This design comes from an exercise in tuning for a short achievable clock period on the open sky130 flow, not from production work.
Function was checked by simulation only, so behaviour that the tests miss may differ from the original.
Power figures rest on the tool's default switching activity, not on a simulated workload.

indigo:
==> flow/design.v <==
module imem_loader #(
  parameter int unsigned        DATA_W    = 32,
  parameter int unsigned        DEPTH     = 64,
  parameter logic [DATA_W-1:0]  HALT_WORD = DATA_W'(32'h0000007F),
  localparam int unsigned       CNT_W     = $clog2(DEPTH) + 1
) (
  input  logic              clk,
  input  logic              rst_n,
  input  logic              ld_start,
  input  logic              ld_valid,
  input  logic [DATA_W-1:0] ld_data,
  input  logic              ld_last,
  output logic              ld_ready,
  input  logic              req,
  input  logic [31:0]       pc,
  output logic              rsp_valid,
  output logic [DATA_W-1:0] inst,
  output logic              fault,
  output logic [1:0]        fault_cause,
  output logic              mem_ready,
  output logic [CNT_W-1:0]  loaded_cnt,
  output logic              ovf
);
  localparam int unsigned AW = $clog2(DEPTH);
  logic               st_load_q, st_load_d;
  logic               st_ready_q, st_ready_d;
  logic [CNT_W-1:0]   ptr_q, ptr_d;
  logic               ovf_q, ovf_d;
  logic               ld_ready_q, ld_ready_d;
  logic [DEPTH-1:0]   lm_q, lm_d;          
  logic [DEPTH-1:0]   wsel_q, wsel_d;      
  logic               full;
  logic               take;                
  logic [DATA_W-1:0]  mem [DEPTH];
  always_comb begin
    full       = ptr_q[AW];
    take       = st_load_q && ld_valid && !ld_start;
    st_load_d  = st_load_q;
    st_ready_d = st_ready_q;
    ptr_d      = ptr_q;
    ovf_d      = ovf_q;
    wsel_d     = wsel_q;
    if (ld_start) begin
      st_load_d  = 1'b1;
      st_ready_d = 1'b0;
      ptr_d      = '0;
      ovf_d      = 1'b0;
      wsel_d     = DEPTH'(1);
    end else if (take) begin
      if (!full) begin
        ptr_d  = ptr_q + 1'b1;
        wsel_d = wsel_q << 1;
      end else begin
        ovf_d = 1'b1;
      end
      if (ld_last) begin
        st_load_d  = 1'b0;
        st_ready_d = 1'b1;
        wsel_d     = '0;
      end
    end
    ld_ready_d = st_load_d && !ptr_d[AW];
    for (int i = 0; i < DEPTH; i++) lm_d[i] = st_ready_d && (ptr_d > CNT_W'(i));
  end
  always_ff @(posedge clk or negedge rst_n) begin
    if (!rst_n) begin
      st_load_q  <= 1'b0;
      st_ready_q <= 1'b0;
      ptr_q      <= '0;
      ovf_q      <= 1'b0;
      ld_ready_q <= 1'b0;
      wsel_q     <= '0;
      lm_q       <= '0;
    end else begin
      st_load_q  <= st_load_d;
      st_ready_q <= st_ready_d;
      ptr_q      <= ptr_d;
      ovf_q      <= ovf_d;
      ld_ready_q <= ld_ready_d;
      wsel_q     <= wsel_d;
      lm_q       <= lm_d;
    end
  end
  for (genvar i = 0; i < DEPTH; i++) begin : g_word
    always_ff @(posedge clk) begin
      if (take && wsel_q[i]) begin
        mem[i] <= ld_data;
      end
    end
  end
  localparam int unsigned LO = AW / 2;             
  localparam int unsigned HI = AW - LO;            
  logic               aligned;
  logic               in_range;
  logic [(1<<LO)-1:0] dec_lo;
  logic [(1<<HI)-1:0] dec_hi;
  logic [DEPTH-1:0]   wsel;                        
  logic               is_loaded;
  logic               addr_ok;
  logic               good;
  logic [1:0]         cause;
  always_comb begin
    aligned  = (pc[1:0] == 2'b00);
    in_range = ~|pc[31:2+AW];
    for (int k = 0; k < (1 << LO); k++) dec_lo[k] = (pc[2+LO-1:2] == LO'(k));
    for (int j = 0; j < (1 << HI); j++) dec_hi[j] = (pc[2+AW-1:2+LO] == HI'(j));
    for (int i = 0; i < DEPTH; i++) wsel[i] = dec_lo[i % (1 << LO)] && lm_q[i];
    is_loaded = 1'b0;
    for (int i = 0; i < DEPTH; i++) is_loaded = is_loaded | (wsel[i] && dec_hi[i >> LO]);
    addr_ok  = aligned && in_range;
    good     = addr_ok && is_loaded;
    if (!aligned)        cause = 2'b01;
    else if (!in_range)  cause = 2'b10;
    else if (!is_loaded) cause = 2'b11;
    else                 cause = 2'b00;
  end
  logic [(1<<HI)-1:0] sel_hi;
  logic [DATA_W-1:0]  grp [1<<HI];
  logic [DATA_W-1:0]  inst_d;
  always_comb begin
    for (int j = 0; j < (1 << HI); j++) sel_hi[j] = req && addr_ok && dec_hi[j];
    for (int j = 0; j < (1 << HI); j++) begin
      grp[j] = '0;
      for (int k = 0; k < (1 << LO); k++) begin
        grp[j] = grp[j] | ({DATA_W{wsel[j*(1<<LO) + k]}} & mem[j*(1<<LO) + k]);
      end
    end
    inst_d = ({DATA_W{!req}} & inst_q) | ({DATA_W{req && !good}} & HALT_WORD);
    for (int j = 0; j < (1 << HI); j++) begin
      inst_d = inst_d | ({DATA_W{sel_hi[j]}} & grp[j]);
    end
  end
  logic               rsp_valid_q;
  logic [DATA_W-1:0]  inst_q;
  logic               fault_q;
  logic [1:0]         cause_q;
  always_ff @(posedge clk or negedge rst_n) begin
    if (!rst_n) begin
      rsp_valid_q <= 1'b0;
      inst_q      <= '0;
      fault_q     <= 1'b0;
      cause_q     <= 2'b00;
    end else begin
      rsp_valid_q <= req;
      inst_q      <= inst_d;
      if (req) begin
        fault_q <= !good;
        cause_q <= cause;
      end
    end
  end
  assign rsp_valid   = rsp_valid_q;
  assign inst        = inst_q;
  assign fault       = fault_q;
  assign fault_cause = cause_q;
  assign mem_ready   = st_ready_q;
  assign loaded_cnt  = ptr_q;
  assign ld_ready    = ld_ready_q;
  assign ovf         = ovf_q;
endmodule
export LEC_CHECK = 0
export ABC_CLOCK_PERIOD_IN_PS = 1500
export CAP_MARGIN = 20
export CORE_MARGIN = 2
export CORE_UTILIZATION = 35
export CTS_CLUSTER_DIAMETER = 200
export CTS_CLUSTER_SIZE = 28
export SETUP_SLACK_MARGIN = 1.3
export SLEW_MARGIN = 20
create_clock -name core_clock -period 3.0 [get_ports {clk}]
run.sh (not shown) runs the stock make flow with config.mk's settings and CLKGATE_MAP_FILE= SYNTH_SCRIPT=/design/flow/synth_recipe.tcl, a recipe that flattens the netlist after the stock synthesis.
Setup changes, indigo to lagoon
- CTS_CLUSTER_SIZE changed from 28 to 25
- CTS_CLUSTER_DIAMETER changed from 200 to 150
==> flow/flow/run.sh (new file) <==
#!/bin/bash
# Standard layout with two changes to the cells the tools may pick:
# - the port buffers are plain buf_4 cells (buffer_ports otherwise picks a
#   delay buffer whose footprint the timing repair cannot resize), and
# - a222oi_1, which comes in a single weak size, is not used, so every gate
#   on the read path can be upsized by the timing repair.
# The platform's own don't-use list is kept and extended.
set -euo pipefail
plat_dont_use=$(awk '/^export DONT_USE_CELLS \+= /{on=1} on{print; if ($0 !~ /\\$/) exit}' \
  "$FLOW_HOME/platforms/sky130hd/config.mk" | grep -o 'sky130_fd_sc_hd__[a-z0-9_]*' | tr '\n' ' ')
echo "platform don't-use: $plat_dont_use" > run.log
bash standard.sh \
  "BUFFER_PORTS_ARGS=-buffer_cell sky130_fd_sc_hd__buf_4" \
  "DONT_USE_CELLS=$plat_dont_use sky130_fd_sc_hd__a222oi_1" \
  finish > standard.log 2>&1
==> flow/standard.sh (new file) <==
#!/bin/bash
# synth_recipe.tcl (not shown) runs the flow's synth.tcl, then flattens the netlist and writes it again
# the make line also repeats each setting of config.mk as NAME=value (left out here)
make -C /OpenROAD-flow-scripts/flow DESIGN_CONFIG=/design/flow/config.mk WORK_HOME=/design/flow/orfs CLKGATE_MAP_FILE= SYNTH_SCRIPT=/design/flow/synth_recipe.tcl "${@:-finish}"
removed: flow/run.sh
==> run notes <==
lagoon vs. indigo: cell area has decreased; slew of the pin with the lowest slew margin climbed 0.013 ns; power attributed to the clock group has increased; wire length of the first global-routing pass saw a decrease; area growth from synthesis to layout decreased 9.6 points. The end of the critical path comes out inst_q[23]$_DFF_PN0_ in one run and inst_q[2]$_DFF_PN0_ in the other, namely in lagoon and indigo respectively. [lagoon] design internal power rose 1.1% relative to indigo. Compared with indigo, lagoon shows a higher clock period minus worst slack. Between lagoon and indigo, the sequential power figures differ only marginally. Comparing indigo against lagoon, there is no change at all in total number of sequential cells. Taking indigo as the reference point, the post-layout total power of lagoon rises by 1.5%. Between lagoon and indigo, it is lagoon whose worst-case setup slack after placement is lower, by 0.75 ns.

## what the ideal ports hide
The flow's constraints put no driver on any port. The routed layouts listed below were extracted and timed again, unchanged, in two steps. Step 1 sets driving cells, clkbuf_16 on the clock port and buf_2 on the other inputs (assumed; they add their load-dependent delay and slew). Step 2 moves the port delays by t, midway between the first and last clock arrival at a register: inputs arrive t later, outputs are due t later. That takes back most of the time a late clock gives input paths. Three values: ideal ports, drivers, drivers and shift; two values: the first two.
run | t (ns) | setup WS [ns] | worst register clock-pin slew, ns | worst slew at a driven data input, ns
indigo | 0.873 | 0.580 / 0.580 / -0.253 | 0.12 / 0.12 | 0.09
lagoon | 0.911 | 0.294 / 0.294 / -0.446 | 0.11 / 0.11 | 0.16
With both steps, setup timing fails in indigo and lagoon, where it was met with ideal ports. For indigo, which loses most, drivers alone change the setup slack by 0.000 ns; drivers and shift together by -0.833 ns.
